Source: an optimization exercise on an open RTL-to-GDS flow (aim: small area, a short achievable clock period and few clock cycles per item). Production flows keep margins and buffers that such runs may drop. At most, simulation tests tie the RTL to the original design; equivalence was not proved. No activity file was given, so power comes from the tool's default toggle rates.

Setup of MS:
Design requant_pack, start of the top module:
module requant_pack #(
  parameter int MULT_W = 16,
  parameter int LANES  = 4
) (
  input  logic              ACLK,
  input  logic              ARESETN,
  input  logic [31:0]       SD_AXIS_TDATA,
  input  logic              SD_AXIS_TVALID,
  input  logic              SD_AXIS_TLAST,
  output logic              SD_AXIS_TREADY,
  input  logic [MULT_W-1:0] CFG_MULT,
  input  logic [4:0]        CFG_SHIFT,
  input  logic [7:0]        CFG_ZP,
  output logic [31:0]       MO_AXIS_TDATA,
  output logic [3:0]        MO_AXIS_TKEEP,
  output logic              MO_AXIS_TLAST,
  output logic              MO_AXIS_TVALID,
  input  logic              MO_AXIS_TREADY
);
For scale: ~110 I/O pins.
Settings: LEC_CHECK=0, ABC_AREA=1, CAP_MARGIN=20, CORE_MARGIN=2, CORE_UTILIZATION=40, CTS_BUF_LIST=sky130_fd_sc_hd__clkbuf_8, SLEW_MARGIN=20, SYNTH_HIERARCHICAL=1, SYNTH_MINIMUM_KEEP_SIZE=0, SETUP_SLACK_MARGIN=6.6, BUFFER_PORTS_ARGS=-buffer_cell sky130_fd_sc_hd__buf_2; clock period 10.0 ns.
standard.sh (not shown) runs the stock make flow with config.mk's settings and CLKGATE_MAP_FILE= SYNTH_SCRIPT=/design/flow/synth_recipe.tcl, a recipe that flattens the netlist after the stock synthesis.
==> flow/flow/run.sh <==
#!/bin/bash
set -e
echo "export SETUP_SLACK_MARGIN = 6.6" >> "$FLOW_CONFIG"
echo "export BUFFER_PORTS_ARGS = -buffer_cell sky130_fd_sc_hd__buf_2" >> "$FLOW_CONFIG"
bash standard.sh > standard.log 2>&1
In summary, MS completed successfully, with a layout that passed the timing, design-rule and antenna checks.
Testbench counts of MS, summed over its fixed seeds: cycles 16,416, items 16,384.
Changes in TR relative to MS:
# MS
export LEC_CHECK = 0
export ABC_AREA = 1
export CAP_MARGIN = 20
export CORE_MARGIN = 2
export CORE_UTILIZATION = 40
export CTS_BUF_LIST = sky130_fd_sc_hd__clkbuf_8
export SLEW_MARGIN = 20
export SYNTH_HIERARCHICAL = 1
export SYNTH_MINIMUM_KEEP_SIZE = 0
export SETUP_SLACK_MARGIN = 6.6
export BUFFER_PORTS_ARGS = -buffer_cell sky130_fd_sc_hd__buf_2
create_clock -name core_clock -period 10.0 [get_ports {ACLK}]
# TR
export LEC_CHECK = 0
export CAP_MARGIN = 20
export CORE_MARGIN = 2
export CORE_UTILIZATION = 40
export CTS_BUF_LIST = sky130_fd_sc_hd__clkbuf_8
export CTS_CLUSTER_DIAMETER = 60
export CTS_CLUSTER_SIZE = 20
export SLEW_MARGIN = 20
export SYNTH_HIERARCHICAL = 1
export SYNTH_MINIMUM_KEEP_SIZE = 0
export SETUP_SLACK_MARGIN = 6.7
export BUFFER_PORTS_ARGS = -buffer_cell sky130_fd_sc_hd__buf_2
create_clock -name core_clock -period 10.0 [get_ports {ACLK}]
diff --git a/flow/flow/run.sh b/flow/flow/run.sh
--- a/flow/flow/run.sh
+++ b/flow/flow/run.sh
@@ -3 +3 @@
-echo "export SETUP_SLACK_MARGIN = 6.6" >> "$FLOW_CONFIG"
+echo "export SETUP_SLACK_MARGIN = 6.7" >> "$FLOW_CONFIG"
Results
Both conditions hold for TR: the flow ran to the end and the final layout passed the timing, design-rule and antenna checks.
TR ended up with a higher clock transition time at the flip-flop clock pins of the worst setup and hold paths than MS did.
Diff MS -> TR | arrival time of the worst setup path | increase of 2.56 ns
| worst setup slack after layout | lower: TR |

---

Setup of maple:
Another version of the RTL of requant_pack (not shown whole).
Size: roughly 1900 cells after synthesis, ~110 I/O pins.
## requant_pack
module requant_pack #(
  parameter int MULT_W = 16,
  parameter int LANES  = 4
) (
  input  logic              ACLK,
  input  logic              ARESETN,
  input  logic [31:0]       SD_AXIS_TDATA,
  input  logic              SD_AXIS_TVALID,
  input  logic              SD_AXIS_TLAST,
  output logic              SD_AXIS_TREADY,
  input  logic [MULT_W-1:0] CFG_MULT,
  input  logic [4:0]        CFG_SHIFT,
  input  logic [7:0]        CFG_ZP,
  output logic [31:0]       MO_AXIS_TDATA,
  output logic [3:0]        MO_AXIS_TKEEP,
  output logic              MO_AXIS_TLAST,
  output logic              MO_AXIS_TVALID,
  input  logic              MO_AXIS_TREADY
);
export LEC_CHECK = 0
export CAP_MARGIN = 20
export CORE_MARGIN = 2
export CORE_UTILIZATION = 40
export CTS_BUF_LIST = sky130_fd_sc_hd__clkbuf_8
export CTS_CLUSTER_DIAMETER = 60
export CTS_CLUSTER_SIZE = 20
export PLACE_DENSITY = 0.45
export SLEW_MARGIN = 20
export SYNTH_HIERARCHICAL = 1
export SYNTH_MINIMUM_KEEP_SIZE = 0
export SETUP_SLACK_MARGIN = 6.6
export BUFFER_PORTS_ARGS = -buffer_cell sky130_fd_sc_hd__buf_2
create_clock -name core_clock -period 10.0 [get_ports {ACLK}]
==> flow/flow/run.sh <==
#!/bin/bash
set -e
echo "export SETUP_SLACK_MARGIN = 6.6" >> "$FLOW_CONFIG"
echo "export BUFFER_PORTS_ARGS = -buffer_cell sky130_fd_sc_hd__buf_2" >> "$FLOW_CONFIG"
bash standard.sh > standard.log 2>&1
Input changes introduced in umber (baseline for comparison: maple):
Settings: PLACE_DENSITY no longer set, was 0.45.
[summary]
Diff maple -> umber | count of placed standard cells including taps | up slightly. The worst max-slew margin expressed relative to the limit of umber is lower than that of maple. When umber is set beside maple, its multi-input combinational area share turns out to be 1.2 points larger. Sort umber and maple by utilization, ascending, and umber comes first. Delta (umber minus maple): layout net count lost 35, routing usage on met2 down 2.8 points, final design area excluding fillers went down by 660 sq um. Run comparison: maple highest metal layer with signal wires met4; umber highest metal layer with signal wires met5. Diff maple -> umber: sequential share of cell area shows an increase of 0.41 points; cell-internal power shows a reduction of 4.1%; global-route wire length before repair shows a reduction of about 9%.
Function was not checked in any run of this note: the RTL went through the layout flow alone.

[re-timing with driven ports]
No port has a modelled driver above. Below, the same layouts with a new extraction and two added sets of constraints. Step 1: set_driving_cell puts a clkbuf_16 on ACLK and a buf_2 on each other input, an assumption about the parent block. Step 2 adds t to the input delays and takes it off the output delays; t is the mean of the earliest and latest rising clock arrival at the registers after step 1. Input paths then give back, and output paths get back, about the clock's delay inside the block. Slacks: no drivers / after step 1 / after step 2; pairs: no drivers / after step 1.
| run | t (ns) | setup WS [ns] | latest minus earliest clock arrival (ns) | worst slew at a driven data input, ns | pins driven straight from the clock port |
|---|---|---|---|---|---|
| MS | 0.711 | 6.693 / 6.635 / 6.247 | 0.055 / 0.055 | 0.05 | 1 |
| TR | 0.694 | 6.678 / 6.671 / 6.312 | 0.063 / 0.063 | 0.05 | 1 |
| maple | 0.740 | 6.652 / 6.648 / 6.257 | 0.039 / 0.039 | 0.06 | 1 |
| umber | 0.680 | 6.662 / 6.662 / 6.199 | 0.048 / 0.048 | 0.05 | 1 |
After both steps every run listed still meets setup and hold. For umber, which loses most, drivers alone change the setup slack by 0.000 ns; drivers and shift together by -0.463 ns.
